This design comes from an exercise in tuning for small area, a short achievable clock period and few clock cycles on the open sky130 flow, not from production work. Function was checked by simulation only, so behaviour that the tests miss may differ from the original. Power figures rest on the tool's default switching activity, not on a simulated workload.

Setup of red:
==> module pe_top, before the edit <==
module pe_top
(
  input  logic    CLK,
  input  logic    rst_n,
  input  logic    req_valid,
  output logic    req_ready,
  input  pe_pkg::opnd_t   req_a,
  input  pe_pkg::opnd_t   req_b,
  input  pe_pkg::pe_out_t req_d,
  input  logic    req_propagate,
  input  pe_pkg::shift_t  req_shift,
  output logic    res_valid,
  input  logic    res_ready,
  output pe_pkg::pe_out_t res
);
  localparam int PPW = 36;
  logic        v0;
  logic [PPW-1:0] pp0;      
  logic [PPW-1:0] pp_in;
  logic [18:0] d0;
  logic        f0;           
  logic [4:0]  s0;
  logic        last_prop;
  logic [15:0] acc_lo;
  logic [15:0] acc_hi;       
  logic        acc_inc;      
  logic        acc_dec;      
  logic [15:0] hi_res;       
  logic [31:0] acc;          
  logic [18:0] pre;
  logic [18:0] res_q;        
  logic        up_q;         
  logic [18:0] res_y;        
  logic        res_up;
  logic [6:0]  res_lo;       
  logic        slot;         
  logic        adv;          
  logic [31:0] base;
  logic [15:0] sum_lo;
  logic        sum_inc;
  logic        sum_dec;
  logic [18:0] rs_y;
  logic        rs_up;
  assign slot      = !res_valid || res_ready;
  assign adv       = v0 && slot;
  assign req_ready = !v0 || slot;
  always_ff @(posedge CLK or negedge rst_n) begin
    if (!rst_n) begin
      v0        <= 1'b0;
      last_prop <= 1'b0;
    end else if (req_ready) begin
      v0 <= req_valid;
      if (req_valid) last_prop <= req_propagate;
    end
  end
  always_ff @(posedge CLK) begin
    if (req_ready) begin
      pp0 <= pp_in;
      d0 <= req_d;
      f0 <= req_propagate ^ last_prop;
      s0 <= req_shift;
    end
  end
  mac_pp pp_i (
    .a  (req_a),
    .b  (req_b),
    .pp (pp_in)
  );
  always_comb begin
    logic ones, zeros;
    ones  = 1'b1;
    zeros = 1'b1;
    for (int i = 0; i < 16; i++) begin
      hi_res[i] = acc_hi[i] ^ ((acc_inc && ones) || (acc_dec && zeros));
      ones  = ones && acc_hi[i];
      zeros = zeros && !acc_hi[i];
    end
  end
  assign acc  = {hi_res, acc_lo};
  assign base = f0 ? {{13{pre[18]}}, pre} : acc;
  mac_acc mac_i (
    .pp   (pp0),
    .base (base[15:0]),
    .y    (sum_lo),
    .inc  (sum_inc),
    .dec  (sum_dec)
  );
  round_sat_stage round_i (
    .x     (acc),
    .shift (s0),
    .y     (rs_y),
    .up    (rs_up)
  );
  always_ff @(posedge CLK or negedge rst_n) begin
    if (!rst_n) begin
      acc_lo    <= '0;
      acc_hi    <= '0;
      acc_inc   <= 1'b0;
      acc_dec   <= 1'b0;
      pre       <= '0;
      res_valid <= 1'b0;
    end else begin
      if (slot) res_valid <= v0;
      acc_hi  <= (adv && f0) ? base[31:16] : hi_res;
      acc_inc <= adv && sum_inc;
      acc_dec <= adv && sum_dec;
      if (adv) begin
        acc_lo  <= sum_lo;
        pre     <= d0;
      end
    end
  end
  always_ff @(posedge CLK) begin
    if (slot) begin
      res_q <= {res_y[18:6], res_lo[5:0]};
      up_q  <= res_lo[6];
    end
  end
  assign res_y  = f0 ? rs_y : pre;
  assign res_up = f0 && rs_up;
  assign res_lo = {1'b0, res_y[5:0]} + 7'(res_up);
  assign res    = {res_q[18:6] + 13'(up_q), res_q[5:0]};
endmodule
Settings: LEC_CHECK=0, ABC_AREA=1, CAP_MARGIN=20, CORE_MARGIN=2, CORE_UTILIZATION=60, CTS_BUF_LIST=sky130_fd_sc_hd__clkbuf_4 sky130_fd_sc_hd__clkbuf_8, SETUP_SLACK_MARGIN=3.3, SLEW_MARGIN=20; clock period 7.0 ns.
standard.sh (not shown) runs the stock make flow with config.mk's settings and CLKGATE_MAP_FILE= SYNTH_SCRIPT=/design/flow/synth_recipe.tcl, a recipe that flattens the netlist after the stock synthesis.
==> flow/flow/run.sh <==
#!/bin/bash
# The standard layout, with the port buffers inserted as the smallest
# buffer cell (the repair steps resize them where timing needs it).
set -euo pipefail
export BUFFER_PORTS_ARGS="-buffer_cell sky130_fd_sc_hd__buf_1"
bash standard.sh finish > standard_flow.log 2>&1
Both conditions hold for red: the flow ran to the end and the final layout passed the timing, design-rule and antenna checks.
Testbench counts of red, summed over its fixed seeds: cycles 12,016.
### red -> blue
--- a/flow/design.v
+++ b/flow/design.v
@@ -552,8 +552,5 @@
   logic [18:0] pre;
   logic [18:0] res_q;        
-  logic        up_q;         
-  logic [18:0] res_y;        
-  logic        res_up;
-  logic [6:0]  res_lo;       
+  logic        up_q;
   logic        slot;         
   logic        adv;          
@@ -624,10 +621,10 @@
     end else begin
       if (slot) res_valid <= v0;
-      acc_hi  <= (adv && f0) ? base[31:16] : hi_res;
-      acc_inc <= adv && sum_inc;
-      acc_dec <= adv && sum_dec;
       if (adv) begin
         acc_lo  <= sum_lo;
-        pre     <= d0;
+        acc_hi  <= base[31:16];
+        acc_inc <= sum_inc;
+        acc_dec <= sum_dec;
+        pre <= d0;
       end
     end
@@ -635,11 +632,8 @@
   always_ff @(posedge CLK) begin
     if (slot) begin
-      res_q <= {res_y[18:6], res_lo[5:0]};
-      up_q  <= res_lo[6];
+      res_q <= f0 ? rs_y : pre;
+      up_q  <= f0 && rs_up;
     end
   end
-  assign res_y  = f0 ? rs_y : pre;
-  assign res_up = f0 && rs_up;
-  assign res_lo = {1'b0, res_y[5:0]} + 7'(res_up);
-  assign res    = {res_q[18:6] + 13'(up_q), res_q[5:0]};
+  assign res = res_q + 19'(up_q);
 endmodule
## What came out
Both conditions hold for blue: the flow ran to the end and the final layout passed the timing, design-rule and antenna checks. blue vs. red: synthesized cell count went up by 44, data required time of the worst path went down, post-route standard cell area excluding fillers up 0.43%. Non-clock buffer count (higher): red. Compared to red, blue has final setup skew 6.8 ps higher. res_q[0] as the first element of the critical path was reported by blue, and acc_hi[0] by red. In the route summary, blue ends up with a via count exceeding that of red. Between red and blue, the total sequential power is lower for red. Higher area added between synthesis and finish among red and blue: red. The worst-path maximum fanout in blue sits 6 below the value recorded for red. The setup slack of blue is smaller than that of red.
Testbench counts of blue, summed over its fixed seeds: cycles 12,016.

==> re-timing with driven ports <==
No port has a modelled driver above. Below, the same layouts with a new extraction and two added sets of constraints.
Step 1: set_driving_cell puts a clkbuf_16 on CLK and a buf_2 on each other input, an assumption about the parent block.
Step 2 also shifts input and output timing later by t, the mid clock arrival at the registers, as if the neighbouring blocks saw the same clock.
Three values: no drivers, after step 1, after step 2; two values: the first two.
run | t, ns | setup slack, ns | hold slack, ns | worst setup path after step 2
red | 0.494 | 3.290 / 3.290 / 2.955 | 0.446 / 0.446 / 0.446 | input to register
blue | 0.494 | 3.007 / 2.967 / 2.906 | 0.448 / 0.447 / 0.447 | input to register
After both steps every run listed still meets setup and hold. For red, which loses most, drivers alone change the setup slack by 0.000 ns; drivers and shift together by -0.335 ns.
